This design comes from an exercise in tuning for small area, a short achievable clock period and few clock cycles per item on the open sky130 flow, not from production work.
Where RTL was checked, it was by simulation tests only, not by an equivalence proof against the original.
Power is estimated from default activity; no workload was simulated.

==> inputs of run a <==
==> flow/design.v <==
package dfs_pkg;
    localparam logic [1:0] REQ_EDGE   = 2'd0;
    localparam logic [1:0] REQ_VERTEX = 2'd1;
    localparam logic [1:0] REQ_SORT   = 2'd2;
    localparam logic [1:0] REQ_NONE   = 2'd3;
    localparam logic [1:0] KIND_VERTEX = 2'd0;
    localparam logic [1:0] KIND_BACK   = 2'd1;
    localparam logic [1:0] KIND_FULL   = 2'd2;
    localparam logic [1:0] KIND_ABORT  = 2'd3;
endpackage
module dfs_topological_sort_unit #(
    parameter int MAX_VERTICES = 16,
    parameter int MAX_EDGES = 32,
    parameter int KEY_BITS = 16
) (
    input  logic                i_clk,
    input  logic                i_rst_n,
    input  logic                start,
    output logic                busy,
    input  logic [1:0]          i_req_type,
    input  logic [KEY_BITS-1:0] i_from_key,
    input  logic [KEY_BITS-1:0] i_to_key,
    input  logic                i_cfg_valid,
    output logic                o_cfg_ready,
    input  logic                i_cfg_data,
    output logic                o_valid,
    output logic [1:0]          o_kind,
    output logic [15:0]         o_first_key,
    output logic [15:0]         o_second_key,
    output logic                o_last
);
    localparam int NV = 16;
    localparam int NE = 32;
    logic r_mode;
    assign o_cfg_ready = 1'b1;
    always_ff @(posedge i_clk) begin
        if (!i_rst_n) r_mode <= 1'b0;
        else if (i_cfg_valid) r_mode <= i_cfg_data;
    end
    logic        q_v;
    logic [1:0]  q_type;
    logic [15:0] q_from, q_to;
    always_ff @(posedge i_clk) begin
        q_v    <= i_rst_n && (busy || start);
        if (!busy) q_type <= i_req_type;
        q_from <= i_from_key;
        q_to   <= i_to_key;
    end
    logic [15:0] r_keys [NV];
    logic [4:0]  r_vcnt;
    logic [5:0]  r_ecnt;
    logic [3:0]  r_esrc [NE];
    logic [3:0]  r_edst [NE];
    logic [NV-1:0] vmask;
    logic [NV-1:0] a_m, b_m;
    logic          a_hit, b_hit, same;
    logic [3:0]    a_idx, b_idx;
    always_comb begin
        a_idx = '0; b_idx = '0;
        for (int i = 0; i < NV; i++) begin
            vmask[i] = 5'(i) < r_vcnt;
            a_m[i] = vmask[i] && r_keys[i] == q_from;
            b_m[i] = vmask[i] && r_keys[i] == q_to;
            if (a_m[i]) a_idx = a_idx | 4'(i);
            if (b_m[i]) b_idx = b_idx | 4'(i);
        end
        a_hit = |a_m;
        b_hit = |b_m;
    end
    assign same = q_from == q_to;
    logic       ld_edge, ld_vtx, q_sort;
    logic       add_a, add_b, e_full, v_full, e_ok, v_ok;
    logic [5:0] need_tot;
    assign ld_edge = q_v && q_type == dfs_pkg::REQ_EDGE;
    assign ld_vtx  = q_v && q_type == dfs_pkg::REQ_VERTEX;
    assign q_sort  = q_v && q_type == dfs_pkg::REQ_SORT;
    assign add_a   = !a_hit;
    assign add_b   = !b_hit && !same;
    assign need_tot = {1'b0, r_vcnt} + 6'(add_a) + 6'(add_b);
    assign e_full  = need_tot > 6'(NV) || r_ecnt[5];
    assign v_full  = r_vcnt[4];
    assign e_ok    = ld_edge && !e_full;
    assign v_ok    = ld_vtx && !a_hit && !v_full;
    logic [3:0] w_src, w_dst, slot_b;
    assign slot_b = r_vcnt[3:0] + 4'(add_a);
    assign w_src = a_hit ? a_idx : r_vcnt[3:0];
    assign w_dst = b_hit ? b_idx : (same ? w_src : slot_b);
    logic [15:0] w_keys [NV];
    logic [4:0]  w_vcnt;
    logic [5:0]  w_ecnt;
    logic [3:0]  w_esrc [NE];
    logic [3:0]  w_edst [NE];
    logic        sort_go;
    logic [6:0]  r_pend;    
    logic          r_walk, r_emit;
    logic [3:0]    r_cur, r_sp;
    logic [4:0]    r_fcnt;
    logic [3:0]    r_arr [NV];
    logic [NV-1:0] r_vis;
    logic [NE-1:0] r_used, r_dgray;
    logic       x_v, x_last;
    logic [1:0] x_kind;
    logic [3:0] x_i1, x_i2;
    logic          walk_act;
    logic [NE-1:0] eq_src, eq_dst, m, pick;
    logic          any, isback;
    logic [3:0]    w;
    always_comb begin
        w = '0;
        isback = 1'b0;
        for (int e = 0; e < NE; e++) begin
            eq_src[e] = w_esrc[e] == r_cur;
            eq_dst[e] = w_edst[e] == r_cur;
            m[e] = eq_src[e] && !r_used[e] && 6'(e) < w_ecnt;
        end
        pick = m & (~m + 32'd1);
        any = |m;
        for (int e = 0; e < NE; e++) begin
            if (pick[e]) w = w | w_edst[e];
            if (pick[e] && (r_dgray[e] || eq_dst[e])) isback = 1'b1;
        end
    end
    assign walk_act = r_walk;
    assign sort_go = q_sort && !r_walk && !r_emit && r_pend == '0;
    logic [NV-1:0] white, rpick;
    logic          has_root;
    logic [3:0]    root;
    always_comb begin
        for (int i = 0; i < NV; i++) white[i] = 5'(i) < w_vcnt && !r_vis[i];
        rpick = white & (~white + 16'd1);
        has_root = |white;
        root = '0;
        for (int i = 0; i < NV; i++) if (rpick[i]) root = root | 4'(i);
    end
    logic          stk_empty;
    logic [3:0]    parent;
    assign stk_empty = r_sp == 4'd15;
    assign parent = r_arr[r_sp + 4'd1];
    logic [3:0] fin_top;
    assign fin_top = r_arr[4'(r_fcnt - 5'd1)];
    assign busy = q_sort && !sort_go;
    always_ff @(posedge i_clk) begin
        if (sort_go) begin
            for (int i = 0; i < NV; i++) w_keys[i] <= r_keys[i];
            for (int e = 0; e < NE; e++) begin
                w_esrc[e] <= r_esrc[e];
                w_edst[e] <= r_edst[e];
            end
            w_vcnt <= r_vcnt; w_ecnt <= r_ecnt;
        end
        if (e_ok) begin
            r_esrc[r_ecnt[4:0]] <= w_src;
            r_edst[r_ecnt[4:0]] <= w_dst;
        end
        for (int i = 0; i < NV; i++) begin
            if ((e_ok || v_ok) && add_a && 4'(i) == r_vcnt[3:0])
                r_keys[i] <= q_from;
            else if (e_ok && add_b && 4'(i) == slot_b)
                r_keys[i] <= q_to;
        end
    end
    logic sort_end;
    always_comb begin
        sort_end = 1'b0;
        if (walk_act) begin
            if (any) begin
                if (isback && r_mode) sort_end = 1'b1;
            end else if (stk_empty && !has_root && r_fcnt == '0) begin
                sort_end = 1'b1;
            end
        end
        if (r_emit && r_fcnt == 5'd1) sort_end = 1'b1;
    end
    always_ff @(posedge i_clk) begin
        if (!i_rst_n) begin
            r_vcnt <= '0; r_ecnt <= '0;
            r_walk <= 1'b0; r_emit <= 1'b0;
            r_cur <= '0; r_sp <= 4'd15; r_fcnt <= '0;
            r_vis <= 16'd1; r_used <= '0; r_dgray <= '0;
            x_v <= 1'b0; r_pend <= '0;
        end else begin
            x_v <= 1'b0;
            if (e_ok) begin
                r_vcnt <= need_tot[4:0];
                r_ecnt <= r_ecnt + 6'd1;
            end
            if (v_ok) r_vcnt <= r_vcnt + 5'd1;
            if (sort_go) begin
                r_vcnt <= '0; r_ecnt <= '0;
                r_walk <= r_vcnt != '0;
            end
            if (!r_walk && !r_emit && r_pend != '0) begin
                x_v <= 1'b1; x_kind <= dfs_pkg::KIND_FULL; x_last <= 1'b1;
            end
            r_pend <= r_pend + 7'((ld_edge && e_full) || (ld_vtx && !a_hit && v_full))
                      - 7'(!r_walk && !r_emit && r_pend != '0);
            if (walk_act) begin
                r_walk <= 1'b1;
                r_dgray <= r_dgray | eq_dst;
                if (any) begin
                    r_used <= r_used | pick;
                    if (isback) begin
                        x_v <= 1'b1; x_i1 <= r_cur; x_i2 <= w;
                        x_kind <= r_mode ? dfs_pkg::KIND_ABORT : dfs_pkg::KIND_BACK;
                        x_last <= r_mode;
                    end else begin
                        r_arr[r_sp] <= r_cur;
                        r_sp <= r_sp - 4'd1;
                        r_cur <= w;
                        r_vis[w] <= 1'b1;
                    end
                end else begin
                    r_used <= r_used | eq_dst;
                    if (!stk_empty) begin
                        r_arr[r_fcnt[3:0]] <= r_cur;
                        r_fcnt <= r_fcnt + 5'd1;
                        r_cur <= parent;
                        r_sp <= r_sp + 4'd1;
                    end else if (has_root) begin
                        r_arr[r_fcnt[3:0]] <= r_cur;
                        r_fcnt <= r_fcnt + 5'd1;
                        r_cur <= root;
                        r_vis[root] <= 1'b1;
                    end else begin
                        x_v <= 1'b1; x_i1 <= r_cur;
                        x_kind <= dfs_pkg::KIND_VERTEX;
                        x_last <= r_fcnt == '0;
                        r_walk <= 1'b0;
                        r_emit <= 1'b1;
                    end
                end
            end
            if (r_emit) begin
                x_v <= 1'b1; x_i1 <= fin_top;
                x_kind <= dfs_pkg::KIND_VERTEX;
                x_last <= r_fcnt == 5'd1;
                r_fcnt <= r_fcnt - 5'd1;
            end
            if (sort_end) begin
                r_walk <= 1'b0; r_emit <= 1'b0;
                r_cur <= '0; r_sp <= 4'd15; r_fcnt <= '0;
                r_vis <= 16'd1; r_used <= '0; r_dgray <= '0;
            end
        end
    end
    always_ff @(posedge i_clk) begin
        if (!i_rst_n) begin
            o_valid <= 1'b0;
        end else begin
            o_valid <= x_v;
        end
        o_kind <= x_kind;
        o_last <= x_last;
        o_first_key <= (x_kind == dfs_pkg::KIND_FULL) ? 16'h0 : w_keys[x_i1];
        o_second_key <= x_kind[0] ? w_keys[x_i2] : 16'h0;
    end
endmodule
==> flow/run.sh <==
#!/bin/bash
# synth_recipe.tcl (not shown) runs the flow's synth.tcl, then flattens the netlist and writes it again
# the make line also repeats each setting of config.mk as NAME=value (left out here)
make -C /OpenROAD-flow-scripts/flow DESIGN_CONFIG=/design/flow/config.mk WORK_HOME=/design/flow/orfs CLKGATE_MAP_FILE= SYNTH_SCRIPT=/design/flow/synth_recipe.tcl finish
==> flow/config.mk <==
export PLATFORM = sky130hd
export DESIGN_NAME = dfs_topological_sort_unit
export DESIGN_NICKNAME = dfs_topological_sort_unit
export VERILOG_FILES = /design/flow/design.v
export SDC_FILE = /design/flow/constraint.sdc
export NUM_CORES = 4
export LEC_CHECK = 0
export CAP_MARGIN = 20
export CORE_MARGIN = 2
export CORE_UTILIZATION = 40
export SLEW_MARGIN = 20
==> flow/constraint.sdc <==
create_clock -name core_clock -period 10.0 [get_ports {i_clk}]
set_input_delay 2.0000 -clock core_clock [delete_from_list [all_inputs] [get_ports {i_clk}]]
set_output_delay 2.0000 -clock core_clock [all_outputs]
set_load 0.01 [all_outputs]
==> inputs of run b, as changes to run a <==
--- a/flow/design.v
+++ b/flow/design.v
@@ -31,4 +31,16 @@
 );
     localparam int NV = 16;
+    function automatic [31:0] first32(input [31:0] x);
+        reg [31:0] p;
+        begin
+            p = x;
+            p = p | (p << 1);
+            p = p | (p << 2);
+            p = p | (p << 4);
+            p = p | (p << 8);
+            p = p | (p << 16);
+            first32 = x & ~(p << 1);
+        end
+    endfunction
     localparam int NE = 32;
     logic r_mode;
@@ -39,8 +51,10 @@
     end
     logic        q_v;
+    logic        q_s;       
     logic [1:0]  q_type;
     logic [15:0] q_from, q_to;
     always_ff @(posedge i_clk) begin
         q_v    <= i_rst_n && (busy || start);
+        q_s    <= i_rst_n && (busy || (start && i_req_type == dfs_pkg::REQ_SORT));
         if (!busy) q_type <= i_req_type;
         q_from <= i_from_key;
@@ -71,5 +85,4 @@
     logic       ld_edge, ld_vtx, q_sort;
     logic       add_a, add_b, e_full, v_full, e_ok, v_ok;
-    logic [5:0] need_tot;
     assign ld_edge = q_v && q_type == dfs_pkg::REQ_EDGE;
     assign ld_vtx  = q_v && q_type == dfs_pkg::REQ_VERTEX;
@@ -77,20 +90,22 @@
     assign add_a   = !a_hit;
     assign add_b   = !b_hit && !same;
-    assign need_tot = {1'b0, r_vcnt} + 6'(add_a) + 6'(add_b);
-    assign e_full  = need_tot > 6'(NV) || r_ecnt[5];
+    assign e_full  = r_ecnt[5] || (r_vcnt[4] && (add_a || add_b))
+                     || (r_vcnt == 5'd15 && add_a && add_b);
     assign v_full  = r_vcnt[4];
     assign e_ok    = ld_edge && !e_full;
     assign v_ok    = ld_vtx && !a_hit && !v_full;
     logic [3:0] w_src, w_dst, slot_b;
-    assign slot_b = r_vcnt[3:0] + 4'(add_a);
+    logic [4:0] vcnt1, vcnt2;
+    assign vcnt1 = r_vcnt + 5'd1;
+    assign vcnt2 = r_vcnt + 5'd2;
+    assign slot_b = add_a ? vcnt1[3:0] : r_vcnt[3:0];
     assign w_src = a_hit ? a_idx : r_vcnt[3:0];
     assign w_dst = b_hit ? b_idx : (same ? w_src : slot_b);
     logic [15:0] w_keys [NV];
-    logic [4:0]  w_vcnt;
-    logic [5:0]  w_ecnt;
     logic [3:0]  w_esrc [NE];
     logic [3:0]  w_edst [NE];
     logic        sort_go;
     logic [6:0]  r_pend;    
+    logic        r_fullev;  
     logic          r_walk, r_emit;
     logic [3:0]    r_cur, r_sp;
@@ -98,8 +113,9 @@
     logic [3:0]    r_arr [NV];
     logic [NV-1:0] r_vis;
-    logic [NE-1:0] r_used, r_dgray;
+    logic [NE-1:0] r_used;
     logic       x_v, x_last;
     logic [1:0] x_kind;
-    logic [3:0] x_i1, x_i2;
+    logic [3:0]  x_i2;
+    logic [15:0] x_k1;    
     logic          walk_act;
     logic [NE-1:0] eq_src, eq_dst, m, pick;
@@ -112,21 +128,22 @@
             eq_src[e] = w_esrc[e] == r_cur;
             eq_dst[e] = w_edst[e] == r_cur;
-            m[e] = eq_src[e] && !r_used[e] && 6'(e) < w_ecnt;
-        end
-        pick = m & (~m + 32'd1);
+            m[e] = eq_src[e] && !r_used[e];
+        end
+        pick = first32(m);
         any = |m;
         for (int e = 0; e < NE; e++) begin
             if (pick[e]) w = w | w_edst[e];
-            if (pick[e] && (r_dgray[e] || eq_dst[e])) isback = 1'b1;
-        end
+        end
+        isback = r_vis[w] || w == r_cur;
     end
     assign walk_act = r_walk;
-    assign sort_go = q_sort && !r_walk && !r_emit && r_pend == '0;
+    logic r_free;
+    assign sort_go = q_s && r_free;
     logic [NV-1:0] white, rpick;
     logic          has_root;
     logic [3:0]    root;
     always_comb begin
-        for (int i = 0; i < NV; i++) white[i] = 5'(i) < w_vcnt && !r_vis[i];
-        rpick = white & (~white + 16'd1);
+        white = ~r_vis & ~(16'd1 << r_cur);
+        rpick = 16'(first32(32'(white)));
         has_root = |white;
         root = '0;
@@ -139,5 +156,6 @@
     logic [3:0] fin_top;
     assign fin_top = r_arr[4'(r_fcnt - 5'd1)];
-    assign busy = q_sort && !sort_go;
+    logic r_busy;
+    assign busy = r_busy;
     always_ff @(posedge i_clk) begin
         if (sort_go) begin
@@ -147,14 +165,13 @@
                 w_edst[e] <= r_edst[e];
             end
-            w_vcnt <= r_vcnt; w_ecnt <= r_ecnt;
-        end
-        if (e_ok) begin
+        end
+        if (ld_edge && !r_ecnt[5]) begin
             r_esrc[r_ecnt[4:0]] <= w_src;
             r_edst[r_ecnt[4:0]] <= w_dst;
         end
         for (int i = 0; i < NV; i++) begin
-            if ((e_ok || v_ok) && add_a && 4'(i) == r_vcnt[3:0])
-                r_keys[i] <= q_from;
-            else if (e_ok && add_b && 4'(i) == slot_b)
+            if ((ld_edge || ld_vtx) && 5'(i) == r_vcnt)
+                r_keys[i] <= (ld_vtx || !a_hit) ? q_from : q_to;
+            else if (ld_edge && 5'(i) == vcnt1)
                 r_keys[i] <= q_to;
         end
@@ -172,4 +189,35 @@
         if (r_emit && r_fcnt == 5'd1) sort_end = 1'b1;
     end
+    logic       final_pop, drain, n_walk, n_emit, n_fullev, n_last_emit;
+    logic [6:0] n_pend;
+    logic       n_free;
+    assign n_free = ((!n_walk && !n_emit) || n_last_emit) && n_pend == '0 && !n_fullev;
+    assign final_pop = walk_act && !any && stk_empty && !has_root;
+    assign drain = !r_walk && !r_emit && r_pend != '0;
+    always_comb begin
+        n_walk = r_walk;
+        n_emit = r_emit;
+        if (final_pop) begin
+            n_walk = 1'b0;
+            n_emit = 1'b1;
+        end
+        if (sort_end) begin
+            n_walk = 1'b0;
+            n_emit = 1'b0;
+        end
+        if (sort_go) n_walk = r_vcnt != '0;
+        n_last_emit = (r_emit && r_fcnt == 5'd2) || (final_pop && r_fcnt == 5'd1);
+        n_fullev = (ld_edge && e_full) || (ld_vtx && !a_hit && v_full);
+        n_pend = r_pend + 7'(r_fullev) - 7'(drain);
+    end
+    always_ff @(posedge i_clk) begin
+        if (!i_rst_n) begin
+            r_free <= 1'b1;
+            r_busy <= 1'b0;
+        end else begin
+            r_free <= n_free;
+            r_busy <= (busy || (start && i_req_type == dfs_pkg::REQ_SORT)) && !n_free;
+        end
+    end
     always_ff @(posedge i_clk) begin
         if (!i_rst_n) begin
@@ -177,51 +225,48 @@
             r_walk <= 1'b0; r_emit <= 1'b0;
             r_cur <= '0; r_sp <= 4'd15; r_fcnt <= '0;
-            r_vis <= 16'd1; r_used <= '0; r_dgray <= '0;
-            x_v <= 1'b0; r_pend <= '0;
+            x_v <= 1'b0; r_pend <= '0; r_fullev <= 1'b0;
         end else begin
             x_v <= 1'b0;
             if (e_ok) begin
-                r_vcnt <= need_tot[4:0];
+                r_vcnt <= (add_a && add_b) ? vcnt2 : (add_a || add_b) ? vcnt1 : r_vcnt;
                 r_ecnt <= r_ecnt + 6'd1;
             end
-            if (v_ok) r_vcnt <= r_vcnt + 5'd1;
+            if (v_ok) r_vcnt <= vcnt1;
             if (sort_go) begin
                 r_vcnt <= '0; r_ecnt <= '0;
-                r_walk <= r_vcnt != '0;
+                r_vis <= ~vmask | 16'd1;
+                for (int e = 0; e < NE; e++) r_used[e] <= 6'(e) >= r_ecnt;
             end
             if (!r_walk && !r_emit && r_pend != '0) begin
                 x_v <= 1'b1; x_kind <= dfs_pkg::KIND_FULL; x_last <= 1'b1;
             end
-            r_pend <= r_pend + 7'((ld_edge && e_full) || (ld_vtx && !a_hit && v_full))
-                      - 7'(!r_walk && !r_emit && r_pend != '0);
+            r_fullev <= n_fullev;
+            r_pend <= n_pend;
             if (walk_act) begin
                 r_walk <= 1'b1;
-                r_dgray <= r_dgray | eq_dst;
+                r_vis[r_cur] <= 1'b1;
+                r_arr[r_sp] <= r_cur;
+                r_arr[r_fcnt[3:0]] <= r_cur;
                 if (any) begin
                     r_used <= r_used | pick;
                     if (isback) begin
-                        x_v <= 1'b1; x_i1 <= r_cur; x_i2 <= w;
+                        x_v <= 1'b1; x_i2 <= w;
                         x_kind <= r_mode ? dfs_pkg::KIND_ABORT : dfs_pkg::KIND_BACK;
                         x_last <= r_mode;
                     end else begin
-                        r_arr[r_sp] <= r_cur;
                         r_sp <= r_sp - 4'd1;
                         r_cur <= w;
-                        r_vis[w] <= 1'b1;
                     end
                 end else begin
                     r_used <= r_used | eq_dst;
                     if (!stk_empty) begin
-                        r_arr[r_fcnt[3:0]] <= r_cur;
                         r_fcnt <= r_fcnt + 5'd1;
                         r_cur <= parent;
                         r_sp <= r_sp + 4'd1;
                     end else if (has_root) begin
-                        r_arr[r_fcnt[3:0]] <= r_cur;
                         r_fcnt <= r_fcnt + 5'd1;
                         r_cur <= root;
-                        r_vis[root] <= 1'b1;
                     end else begin
-                        x_v <= 1'b1; x_i1 <= r_cur;
+                        x_v <= 1'b1;
                         x_kind <= dfs_pkg::KIND_VERTEX;
                         x_last <= r_fcnt == '0;
@@ -232,5 +277,5 @@
             end
             if (r_emit) begin
-                x_v <= 1'b1; x_i1 <= fin_top;
+                x_v <= 1'b1;
                 x_kind <= dfs_pkg::KIND_VERTEX;
                 x_last <= r_fcnt == 5'd1;
@@ -240,8 +285,10 @@
                 r_walk <= 1'b0; r_emit <= 1'b0;
                 r_cur <= '0; r_sp <= 4'd15; r_fcnt <= '0;
-                r_vis <= 16'd1; r_used <= '0; r_dgray <= '0;
-            end
-        end
-    end
+            end
+            if (sort_go) r_walk <= r_vcnt != '0;
+        end
+    end
+    always_ff @(posedge i_clk)
+        x_k1 <= drain ? 16'h0 : w_keys[r_emit ? fin_top : r_cur];
     always_ff @(posedge i_clk) begin
         if (!i_rst_n) begin
@@ -252,5 +299,5 @@
         o_kind <= x_kind;
         o_last <= x_last;
-        o_first_key <= (x_kind == dfs_pkg::KIND_FULL) ? 16'h0 : w_keys[x_i1];
+        o_first_key <= x_k1;
         o_second_key <= x_kind[0] ? w_keys[x_i2] : 16'h0;
     end
==> flow/flow/run.sh (new file) <==
#!/bin/bash
set -uo pipefail
export SETUP_SLACK_MARGIN=6
bash standard.sh > standard.log 2>&1
==> flow/standard.sh (new file) <==
#!/bin/bash
# synth_recipe.tcl (not shown) runs the flow's synth.tcl, then flattens the netlist and writes it again
# the make line also repeats each setting of config.mk as NAME=value (left out here)
make -C /OpenROAD-flow-scripts/flow DESIGN_CONFIG=/design/flow/config.mk WORK_HOME=/design/flow/orfs CLKGATE_MAP_FILE= SYNTH_SCRIPT=/design/flow/synth_recipe.tcl "${@:-finish}"
Settings changed: ABC_CLOCK_PERIOD_IN_PS from default to 4000, CORE_UTILIZATION 40 to 45, CTS_BUF_LIST from default to sky130_fd_sc_hd__clkbuf_4 sky130_fd_sc_hd__clkbuf_8.
removed: flow/run.sh
==> inputs of run c, as changes to run a <==
--- a/flow/design.v
+++ b/flow/design.v
@@ -31,4 +31,16 @@
 );
     localparam int NV = 16;
+    function automatic [31:0] first32(input [31:0] x);
+        reg [31:0] p;
+        begin
+            p = x;
+            p = p | (p << 1);
+            p = p | (p << 2);
+            p = p | (p << 4);
+            p = p | (p << 8);
+            p = p | (p << 16);
+            first32 = x & ~(p << 1);
+        end
+    endfunction
     localparam int NE = 32;
     logic r_mode;
@@ -39,8 +51,10 @@
     end
     logic        q_v;
+    logic        q_s;       
     logic [1:0]  q_type;
     logic [15:0] q_from, q_to;
     always_ff @(posedge i_clk) begin
         q_v    <= i_rst_n && (busy || start);
+        q_s    <= i_rst_n && (busy || (start && i_req_type == dfs_pkg::REQ_SORT));
         if (!busy) q_type <= i_req_type;
         q_from <= i_from_key;
@@ -71,5 +85,4 @@
     logic       ld_edge, ld_vtx, q_sort;
     logic       add_a, add_b, e_full, v_full, e_ok, v_ok;
-    logic [5:0] need_tot;
     assign ld_edge = q_v && q_type == dfs_pkg::REQ_EDGE;
     assign ld_vtx  = q_v && q_type == dfs_pkg::REQ_VERTEX;
@@ -77,6 +90,6 @@
     assign add_a   = !a_hit;
     assign add_b   = !b_hit && !same;
-    assign need_tot = {1'b0, r_vcnt} + 6'(add_a) + 6'(add_b);
-    assign e_full  = need_tot > 6'(NV) || r_ecnt[5];
+    assign e_full  = r_ecnt[5] || (r_vcnt[4] && (add_a || add_b))
+                     || (r_vcnt == 5'd15 && add_a && add_b);
     assign v_full  = r_vcnt[4];
     assign e_ok    = ld_edge && !e_full;
@@ -87,10 +100,9 @@
     assign w_dst = b_hit ? b_idx : (same ? w_src : slot_b);
     logic [15:0] w_keys [NV];
-    logic [4:0]  w_vcnt;
-    logic [5:0]  w_ecnt;
     logic [3:0]  w_esrc [NE];
     logic [3:0]  w_edst [NE];
     logic        sort_go;
     logic [6:0]  r_pend;    
+    logic        r_fullev;  
     logic          r_walk, r_emit;
     logic [3:0]    r_cur, r_sp;
@@ -112,7 +124,7 @@
             eq_src[e] = w_esrc[e] == r_cur;
             eq_dst[e] = w_edst[e] == r_cur;
-            m[e] = eq_src[e] && !r_used[e] && 6'(e) < w_ecnt;
-        end
-        pick = m & (~m + 32'd1);
+            m[e] = eq_src[e] && !r_used[e];
+        end
+        pick = first32(m);
         any = |m;
         for (int e = 0; e < NE; e++) begin
@@ -122,11 +134,12 @@
     end
     assign walk_act = r_walk;
-    assign sort_go = q_sort && !r_walk && !r_emit && r_pend == '0;
+    logic r_free;
+    assign sort_go = q_s && r_free;
     logic [NV-1:0] white, rpick;
     logic          has_root;
     logic [3:0]    root;
     always_comb begin
-        for (int i = 0; i < NV; i++) white[i] = 5'(i) < w_vcnt && !r_vis[i];
-        rpick = white & (~white + 16'd1);
+        white = ~r_vis;
+        rpick = 16'(first32(32'(white)));
         has_root = |white;
         root = '0;
@@ -139,5 +152,5 @@
     logic [3:0] fin_top;
     assign fin_top = r_arr[4'(r_fcnt - 5'd1)];
-    assign busy = q_sort && !sort_go;
+    assign busy = q_s && !r_free;
     always_ff @(posedge i_clk) begin
         if (sort_go) begin
@@ -147,14 +160,13 @@
                 w_edst[e] <= r_edst[e];
             end
-            w_vcnt <= r_vcnt; w_ecnt <= r_ecnt;
-        end
-        if (e_ok) begin
+        end
+        if (ld_edge && !r_ecnt[5]) begin
             r_esrc[r_ecnt[4:0]] <= w_src;
             r_edst[r_ecnt[4:0]] <= w_dst;
         end
         for (int i = 0; i < NV; i++) begin
-            if ((e_ok || v_ok) && add_a && 4'(i) == r_vcnt[3:0])
+            if ((ld_edge || ld_vtx) && add_a && 5'(i) == r_vcnt)
                 r_keys[i] <= q_from;
-            else if (e_ok && add_b && 4'(i) == slot_b)
+            else if (ld_edge && add_b && (add_a ? 5'(i) == r_vcnt + 5'd1 : 5'(i) == r_vcnt))
                 r_keys[i] <= q_to;
         end
@@ -172,4 +184,27 @@
         if (r_emit && r_fcnt == 5'd1) sort_end = 1'b1;
     end
+    logic       final_pop, drain, n_walk, n_emit, n_fullev;
+    logic [6:0] n_pend;
+    assign final_pop = walk_act && !any && stk_empty && !has_root;
+    assign drain = !r_walk && !r_emit && r_pend != '0;
+    always_comb begin
+        n_walk = r_walk;
+        n_emit = r_emit;
+        if (sort_go) n_walk = r_vcnt != '0;
+        if (final_pop) begin
+            n_walk = 1'b0;
+            n_emit = 1'b1;
+        end
+        if (sort_end) begin
+            n_walk = 1'b0;
+            n_emit = 1'b0;
+        end
+        n_fullev = (ld_edge && e_full) || (ld_vtx && !a_hit && v_full);
+        n_pend = r_pend + 7'(r_fullev) - 7'(drain);
+    end
+    always_ff @(posedge i_clk) begin
+        if (!i_rst_n) r_free <= 1'b1;
+        else r_free <= !n_walk && !n_emit && n_pend == '0 && !n_fullev;
+    end
     always_ff @(posedge i_clk) begin
         if (!i_rst_n) begin
@@ -177,10 +212,9 @@
             r_walk <= 1'b0; r_emit <= 1'b0;
             r_cur <= '0; r_sp <= 4'd15; r_fcnt <= '0;
-            r_vis <= 16'd1; r_used <= '0; r_dgray <= '0;
-            x_v <= 1'b0; r_pend <= '0;
+            x_v <= 1'b0; r_pend <= '0; r_fullev <= 1'b0;
         end else begin
             x_v <= 1'b0;
             if (e_ok) begin
-                r_vcnt <= need_tot[4:0];
+                r_vcnt <= r_vcnt + 5'(add_a) + 5'(add_b);
                 r_ecnt <= r_ecnt + 6'd1;
             end
@@ -189,10 +223,13 @@
                 r_vcnt <= '0; r_ecnt <= '0;
                 r_walk <= r_vcnt != '0;
+                r_vis <= ~vmask | 16'd1;
+                for (int e = 0; e < NE; e++) r_used[e] <= 6'(e) >= r_ecnt;
+                r_dgray <= '0;
             end
             if (!r_walk && !r_emit && r_pend != '0) begin
                 x_v <= 1'b1; x_kind <= dfs_pkg::KIND_FULL; x_last <= 1'b1;
             end
-            r_pend <= r_pend + 7'((ld_edge && e_full) || (ld_vtx && !a_hit && v_full))
-                      - 7'(!r_walk && !r_emit && r_pend != '0);
+            r_fullev <= n_fullev;
+            r_pend <= n_pend;
             if (walk_act) begin
                 r_walk <= 1'b1;
@@ -240,5 +277,4 @@
                 r_walk <= 1'b0; r_emit <= 1'b0;
                 r_cur <= '0; r_sp <= 4'd15; r_fcnt <= '0;
-                r_vis <= 16'd1; r_used <= '0; r_dgray <= '0;
             end
         end
Settings changed: ABC_CLOCK_PERIOD_IN_PS from default to 4000, CORE_UTILIZATION 40 to 55, SETUP_SLACK_MARGIN from default to 5.
==> comparison table <==
Simple-gate share of the synthesized area: run b 10.3%; run c 9.05%; run a 9.45%
Final design instance area without fill: run b 0.0713 mm2; run c 0.0689 mm2; run a 0.0693 mm2
Clock slew at reported path FFs: run b 0.06 ns; run c 0.07 ns; run a 0.06 ns
Run status: run b complete, no violations; run c complete, no violations; run a complete, no violations
Placement row count: run b 133; run c 122; run a 143
Compound-cell area share of the yosys netlist: run b 10.2%; run c 7.50%; run a 8.40%
Area growth syn-to-layout: run b 19.9%; run c 13.1%; run a 13.7%
Net switching fraction of the power: run b 25.2%; run c 22.7%; run a 23.9%
Worst hold slack after final layout: run b 0.325 ns; run c 0.411 ns; run a 0.404 ns
Via/cell ratio: run b 6.43; run c 6.73; run a 6.20
Core region area: run b 0.131 mm2; run c 0.110 mm2; run a 0.152 mm2
R2r startpoint: run b r_cur[3]$_SDFFE_PP0P_; run c r_vcnt[2]$_SDFFE_PP0P_; run a r_vcnt[3]$_SDFFE_PP0N_
Sequential portion of the cell area: run b 51.8%; run c 54.7%; run a 53.6%
Worst Clk Skew: run b 0.0512 ns; run c 0.0401 ns; run a 0.0455 ns
Antenna violations before repair: run b 21; run c 4; run a 11
Post-route total power: run b 0.0118 W; run c 0.0120 W; run a 0.0120 W
Xor/xnor share of the synthesized area: run b 12.1%; run c 11.8%; run a 11.6%
Leakage: run b 24.8 nW; run c 22.7 nW; run a 23.5 nW
Most frequent cell on the critical path: run b buf_6; run c nand2_1; run a -
Non-clk invs: run b 54; run c 55; run a 56
Total clock buffers created by CTS: run b 208; run c 136; run a 142
Met2 routing resource usage after global routing: run b 55.5%; run c 60.0%; run a 45.2%
Sequential fraction of design power: run b 50.8%; run c 50.3%; run a 50.4%
Layout Nets: run b 5,071; run c 4,632; run a 4,768
Layout buffering overhead excluding clock cells: run b 6.66%; run c 2.89%; run a 2.97%
Testbench counts of run a, summed over its fixed seeds: cycles 4,978, sorts 160.
Testbench counts of run c, summed over its fixed seeds: cycles 4,978, sorts 160.
Function not checked in run b: the RTL went through the layout flow alone.

[separate check: timing with driven ports]
The results above use ideal ports. As a check the final layouts listed here were re-extracted and re-timed, cells and wires unchanged. Step 1 (the two cells are an assumption about what drives the block):
set clk [get_ports {i_clk}]
set_driving_cell -lib_cell sky130_fd_sc_hd__clkbuf_16 $clk
set_driving_cell -lib_cell sky130_fd_sc_hd__buf_2 [delete_from_list [all_inputs] $clk]
Step 2 also shifts input and output timing later by t, the mid clock arrival at the registers, as if the neighbouring blocks saw the same clock. Three values: ideal, step 1, step 2; two values: the first two.
run | t (ns) | slack for setup (ns) | clock arrival spread, ns | worst data-port slew with drivers (ns) | pins driven straight from the clock port
run a | 0.877 | 2.249 / 2.249 / 2.249 | 0.046 / 0.046 | 0.07 | 1
run b | 1.030 | 5.193 / 5.193 / 5.193 | 0.052 / 0.051 | 0.05 | 1
run c | 0.823 | 4.995 / 4.995 / 4.995 | 0.042 / 0.043 | 0.06 | 1
After both steps setup and hold are still met in every run listed.
